Context: an optimization exercise on an open-source flow, tuned for small area. The choices shown serve that exercise and are no tape-out recipe. The RTL was checked by simulation tests, not by an equivalence proof against the original design. Power and IR drop assume default switching activity.

==> trial 37 <==
==> flow/design.v (excerpt) <==
module websocket_accept_key_engine (
  input  logic       clk_i,
  input  logic       rst_ni,
  input  logic       in_valid_i,
  output logic       in_stall_o,
  input  logic [7:0] rx_byte_i,
  output logic       out_valid_o,
  input  logic       out_stall_i,
  output logic [7:0] accept_char_o,
  output logic [4:0] char_index_o,
  output logic       last_o
);
clock: 10.0 ns
lec_check: 0
abc_area: 1
cap_margin: 20
core_margin: 2
core_utilization: 40
slew_margin: 20
standard.sh (not shown) runs the stock make flow with config.mk's settings and CLKGATE_MAP_FILE= SYNTH_SCRIPT=/design/flow/synth_recipe.tcl, a recipe that flattens the netlist after the stock synthesis.
==> flow/flow/run.sh <==
#!/bin/bash
# The standard layout (standard.sh) with changes to how the layout is made;
# the registers, their names and cell types stay the standard synthesis's:
#  - synthesis maps adders to plain gates, not the library's full and half
#    adder cells (no ADDER_MAP_FILE), and ABC maps for area with amap, twice
#    (a copy of ORFS's scripts with its own abc_area.script);
#  - port buffers are buf_1 cells;
#  - clock tree synthesis uses clkbuf_4 buffers in small clusters and no
#    dummy loads.
# Each tool's output goes to the ORFS logs under orfs/logs; make's output to
# standard_flow.log here.
set -euo pipefail
rm -rf orfs_scripts
cp -r "$FLOW_HOME/scripts" orfs_scripts
printf 'strash\ndch -f\namap -F 3 -A 8\nstrash\ndch -f\namap -F 3 -A 8\ntopo\n' > orfs_scripts/abc_area.script
export SCRIPTS_DIR="$PWD/orfs_scripts"
export ADDER_MAP_FILE=
export BUFFER_PORTS_ARGS="-buffer_cell sky130_fd_sc_hd__buf_1"
export CTS_ARGS="-sink_clustering_enable -repair_clock_nets -dont_use_dummy_load -buf_list sky130_fd_sc_hd__clkbuf_4 -sink_clustering_size 10 -sink_clustering_max_diameter 45"
bash standard.sh > standard_flow.log 2>&1
==> build 23: changes against trial 37 <==
--- a/flow/design.v
+++ b/flow/design.v
@@ -152,87 +152,85 @@
                          StOut  = 4'd8, StDone = 4'd9;
   logic [3:0]   state_q;
   logic [1:0]   c_q, sg_q;
   logic [4:0]   r_q;
   logic [511:0] ring_q;
   logic [159:0] s_q;
   logic [3:0]   cy_q;
   logic [1:0]   bsv_q;
-  logic         xpv_q;
-  logic load, lrev, r1, r2, rnd, ff1, ff2, xfer, emit, last_cyc, key_en, in_acc, out_acc;
+  logic         xsv_q;
+  logic load, r1, r2, rnd, ff1, ff2, xfer, emit, last_cyc, key_en, in_acc, out_acc;
   assign load = (state_q == StLoad);
   assign r1   = (state_q == StRnd1);
   assign r2   = (state_q == StRnd2);
   assign ff1  = (state_q == StFf1);
   assign ff2  = (state_q == StFf2);
   assign xfer = (state_q == StXfer);
   assign rnd  = r1 || r2;
-  assign lrev = load && (r_q < 5'd8);
   assign emit = xfer && (r_q[1:0] == 2'd0);
   assign last_cyc = (c_q == 2'd3) &&
                     (r_q == ((ff1 || ff2) ? 5'd4 : xfer ? 5'd16 : 5'd19));
   assign in_stall_o  = !(state_q == StHdr || state_q == StKey || state_q == StDone);
   assign in_acc      = in_valid_i && !in_stall_o;
   assign out_valid_o = (state_q == StOut);
   assign out_acc     = out_valid_o && !out_stall_i;
-  assign key_en      = (state_q == StKey && in_acc) || lrev || (load && r_q == 5'd19) ||
-                       r1 || ff1 ||
+  assign key_en      = (state_q == StKey && in_acc) || r1 || ff1 ||
                        (r2 && sg_q == 2'd0 && r_q < 5'd10) || ff2 || emit ||
                        (out_acc && (r_q[1:0] != 2'd0));
   logic [7:0] gen_w, gen_h;
   always_comb begin
     case ({r_q, c_q})
-      7'd40: gen_w = 8'h45;   
-      7'd41: gen_w = 8'h38;   
-      7'd42: gen_w = 8'h35;   
-      7'd43: gen_w = 8'h32;   
-      7'd44: gen_w = 8'h35;   
-      7'd45: gen_w = 8'h41;   
-      7'd46: gen_w = 8'h46;   
-      7'd47: gen_w = 8'h41;   
-      7'd48: gen_w = 8'h31;   
-      7'd49: gen_w = 8'h39;   
-      7'd50: gen_w = 8'h45;   
-      7'd51: gen_w = 8'h2d;   
-      7'd52: gen_w = 8'h37;   
-      7'd53: gen_w = 8'h34;   
-      7'd54: gen_w = 8'h2d;   
-      7'd55: gen_w = 8'h34;   
-      7'd56: gen_w = 8'h39;   
+      7'd44: gen_w = 8'h32;   
+      7'd45: gen_w = 8'h35;   
+      7'd46: gen_w = 8'h38;   
+      7'd47: gen_w = 8'h45;   
+      7'd48: gen_w = 8'h41;   
+      7'd49: gen_w = 8'h46;   
+      7'd50: gen_w = 8'h41;   
+      7'd51: gen_w = 8'h35;   
+      7'd52: gen_w = 8'h2d;   
+      7'd53: gen_w = 8'h45;   
+      7'd54: gen_w = 8'h39;   
+      7'd55: gen_w = 8'h31;   
+      7'd56: gen_w = 8'h34;   
       7'd57: gen_w = 8'h2d;   
-      7'd58: gen_w = 8'h41;   
-      7'd59: gen_w = 8'h44;   
-      7'd60: gen_w = 8'h2d;   
+      7'd58: gen_w = 8'h34;   
+      7'd59: gen_w = 8'h37;   
+      7'd60: gen_w = 8'h44;   
       7'd61: gen_w = 8'h41;   
-      7'd62: gen_w = 8'h43;   
-      7'd63: gen_w = 8'h35;   
-      7'd64: gen_w = 8'h42;   
-      7'd65: gen_w = 8'h41;   
-      7'd66: gen_w = 8'h35;   
-      7'd67: gen_w = 8'h43;   
-      7'd68: gen_w = 8'h38;   
-      7'd69: gen_w = 8'h43;   
-      7'd70: gen_w = 8'h44;   
-      7'd71: gen_w = 8'h30;   
-      7'd72: gen_w = 8'h31;   
-      7'd73: gen_w = 8'h31;   
-      7'd74: gen_w = 8'h42;   
-      7'd75: gen_w = 8'h35;   
-      7'd79: gen_w = 8'h80;
+      7'd62: gen_w = 8'h2d;   
+      7'd63: gen_w = 8'h39;   
+      7'd64: gen_w = 8'h35;   
+      7'd65: gen_w = 8'h43;   
+      7'd66: gen_w = 8'h41;   
+      7'd67: gen_w = 8'h2d;   
+      7'd68: gen_w = 8'h43;   
+      7'd69: gen_w = 8'h35;   
+      7'd70: gen_w = 8'h41;   
+      7'd71: gen_w = 8'h42;   
+      7'd72: gen_w = 8'h30;   
+      7'd73: gen_w = 8'h44;   
+      7'd74: gen_w = 8'h43;   
+      7'd75: gen_w = 8'h38;   
+      7'd76: gen_w = 8'h35;   
+      7'd77: gen_w = 8'h42;   
+      7'd78: gen_w = 8'h31;   
+      7'd79: gen_w = 8'h31;   
       default: gen_w = 8'h00;
     endcase
+    if (r1) gen_w = (c_q == 2'd0) ? 8'h80 : 8'h00;
   end
   always_comb begin
-    case (r_q)
-      5'd0, 5'd15: gen_h = {2'b11, ~c_q, 2'b00, c_q};               
-      5'd1, 5'd16: gen_h = ~{1'b1, c_q, 1'b0, 1'b1, c_q, 1'b1};     
-      5'd2, 5'd17: gen_h = ~{1'b0, c_q, 1'b0, 1'b0, c_q, 1'b1};     
-      5'd3, 5'd18: gen_h = {1'b1, c_q, 1'b0, 1'b1, c_q, 1'b1};      
-      default:     gen_h = {1'b0, c_q, 1'b0, 1'b0, c_q, 1'b1};      
+    case (r_q[2:0])
+      3'd0: gen_h = {2'b11, ~c_q, 2'b00, c_q};                    
+      3'd1: gen_h = ~{1'b1, c_q, 1'b0, 1'b1, c_q, 1'b1};          
+      3'd2: gen_h = ~{1'b0, c_q, 1'b0, 1'b0, c_q, 1'b1};          
+      3'd3: gen_h = {1'b1, c_q, 1'b0, 1'b1, c_q, 1'b1};           
+      default: gen_h = {1'b0, c_q, 1'b0, 1'b0, c_q, 1'b1};        
     endcase
   end
   logic [7:0] bb, cc, dd, ee, a5, f, kc, wv, w2, hv, t;
   assign bb = s_q[103:96];
   assign cc = s_q[71:64];
   assign dd = s_q[39:32];
   assign ee = s_q[7:0];
   wsk_w2rom u_w2 (.stage_i(sg_q), .r_i(r_q), .c_i(c_q), .b_o(w2));
@@ -243,17 +241,23 @@
     x  = cc ^ dd;
     case (sg_q)
       2'd0: begin f = dd ^ (bb & x);        k = 32'h5A827999; end
       2'd1: begin f = bb ^ x;               k = 32'h6ED9EBA1; end
       2'd2: begin f = cc ^ (x & (bb ^ cc)); k = 32'h8F1BBCDC; end
       default: begin f = bb ^ x;            k = 32'hCA62C1D6; end
     endcase
     kc = k[8*c_q +: 8];
-    wv = r2 ? w2 : ring_q[7:0];
+    case (c_q)
+      2'd0: wv = ring_q[63:56];
+      2'd1: wv = ring_q[47:40];
+      2'd2: wv = ring_q[31:24];
+      default: wv = ring_q[15:8];
+    endcase
+    if (r2) wv = w2;
     if (!rnd) begin
       a5 = 8'h00; f = 8'h00; kc = 8'h00;
       wv = ff1 ? gen_h : ff2 ? ring_q[39:32] : 8'h00;
     end
   end
   logic [3:0] ci, co;
   always_comb begin
     logic [7:0] s1, c1, s2, c2, s3, c3, y, rc;
@@ -273,36 +277,40 @@
       t[i] = s3[i] ^ y[i] ^ cin;
       rc[i] = (s3[i] & y[i]) | (s3[i] & cin) | (y[i] & cin);
     end
     co = {rc[7], c3[7], c2[7], c1[7]};
   end
   logic [7:0] x, wnew;
   logic       xb;
   assign x  = ring_q[7:0] ^ ring_q[71:64] ^ ring_q[263:256] ^ ring_q[423:416];
-  assign xb = (c_q == 2'd0) ? (ring_q[31] ^ ring_q[95] ^ ring_q[287] ^ ring_q[447]) : xpv_q;
+  assign xb = (c_q == 2'd3) ? xsv_q
+                            : (ring_q[15] ^ ring_q[79] ^ ring_q[271] ^ ring_q[431]);
   assign wnew = {x[6:0], xb};
   logic [7:0] rot_b, s_top, w_top, k_top, s_tap;
   assign rot_b = (c_q == 2'd3) ? {bsv_q, s_q[103:98]} : s_q[105:98];
-  assign s_top = lrev ? ring_q[7:0] : load ? gen_h : t;
+  assign s_top = (load && r_q < 5'd5) ? gen_h : t;
   always_comb begin
     case (c_q)
       2'd0: s_tap = s_q[159:152];
       2'd1: s_tap = s_q[143:136];
       2'd2: s_tap = s_q[127:120];
       default: s_tap = s_q[111:104];
     endcase
   end
-  assign w_top = load ? gen_w : ff1 ? t : wnew;
-  assign k_top = (state_q == StKey) ? rx_byte_i : (xfer || lrev) ? s_tap : ring_q[231:224];
+  assign w_top = (load || (r1 && sg_q == 2'd0 && r_q == 5'd0)) ? gen_w :
+                 ff1 ? t : wnew;
+  assign k_top = (state_q == StKey) ? rx_byte_i : xfer ? s_tap : ring_q[231:224];
   always_ff @(posedge clk_i) begin
     s_q   <= {s_top, s_q[159:104], rnd ? rot_b : s_q[103:96], s_q[95:8]};
     cy_q  <= co;
-    if (c_q == 2'd0) bsv_q <= s_q[97:96];
-    xpv_q <= x[7];
+    if (c_q == 2'd0) begin
+      bsv_q <= s_q[97:96];
+      xsv_q <= x[7];
+    end
     ring_q[511:224] <= {w_top, ring_q[511:232]};
     if (key_en) ring_q[223:32] <= {k_top, ring_q[223:40]};
     ring_q[31:0] <= ring_q[39:8];
   end
   always_ff @(posedge clk_i or negedge rst_ni) begin
     if (!rst_ni) begin
       state_q <= StHdr; r_q <= '0; c_q <= '0; sg_q <= '0;
     end else begin
==> notes <==
- Trial 37 completed without violations. Build 23 passed the timing, DRC and antenna checks.
- Between build 23 and trial 37, the lower critical path depth is in build 23 (gap 3).
- Against build 23, the power of trial 37 is lower by about 50%.
- Global-route usage: build 23 is higher than trial 37 (0.67 points).
- Between build 23 and trial 37, the lower first-iteration DRC count is in trial 37 (gap 6.3%, measured against trial 37).
- Sequential share of layout area: build 23 is lower than trial 37 (0.23 points).
- Against build 23, the worst hold slack of trial 37 is higher by 37 ps.

afterwards: timing with drivers on the ports:
No port has a modelled driver above. Below, the same layouts with a new extraction and two added sets of constraints.
Step 1 sets driving cells, clkbuf_16 on the clock port and buf_2 on the other inputs (assumed; they add their load-dependent delay and slew).
Step 2 moves the port delays by t, midway between the first and last clock arrival at a register: inputs arrive t later, outputs are due t later. That takes back most of the time a late clock gives input paths.
Three values: no drivers, after step 1, after step 2; two values: the first two.
| run | t (ns) | setup slack, ns | worst setup path at the end | latest minus earliest clock arrival (ns) | slew at the worst register clock pin (ns) |
|---|---|---|---|---|---|
| trial 37 | 0.835 | 2.287 / 2.232 / 2.635 | register to register | 0.076 / 0.077 | 0.12 / 0.12 |
| build 23 | 0.869 | 2.217 / 2.164 / 2.862 | register to register | 0.136 / 0.136 | 0.10 / 0.10 |
After both steps setup and hold are still met in every run listed.
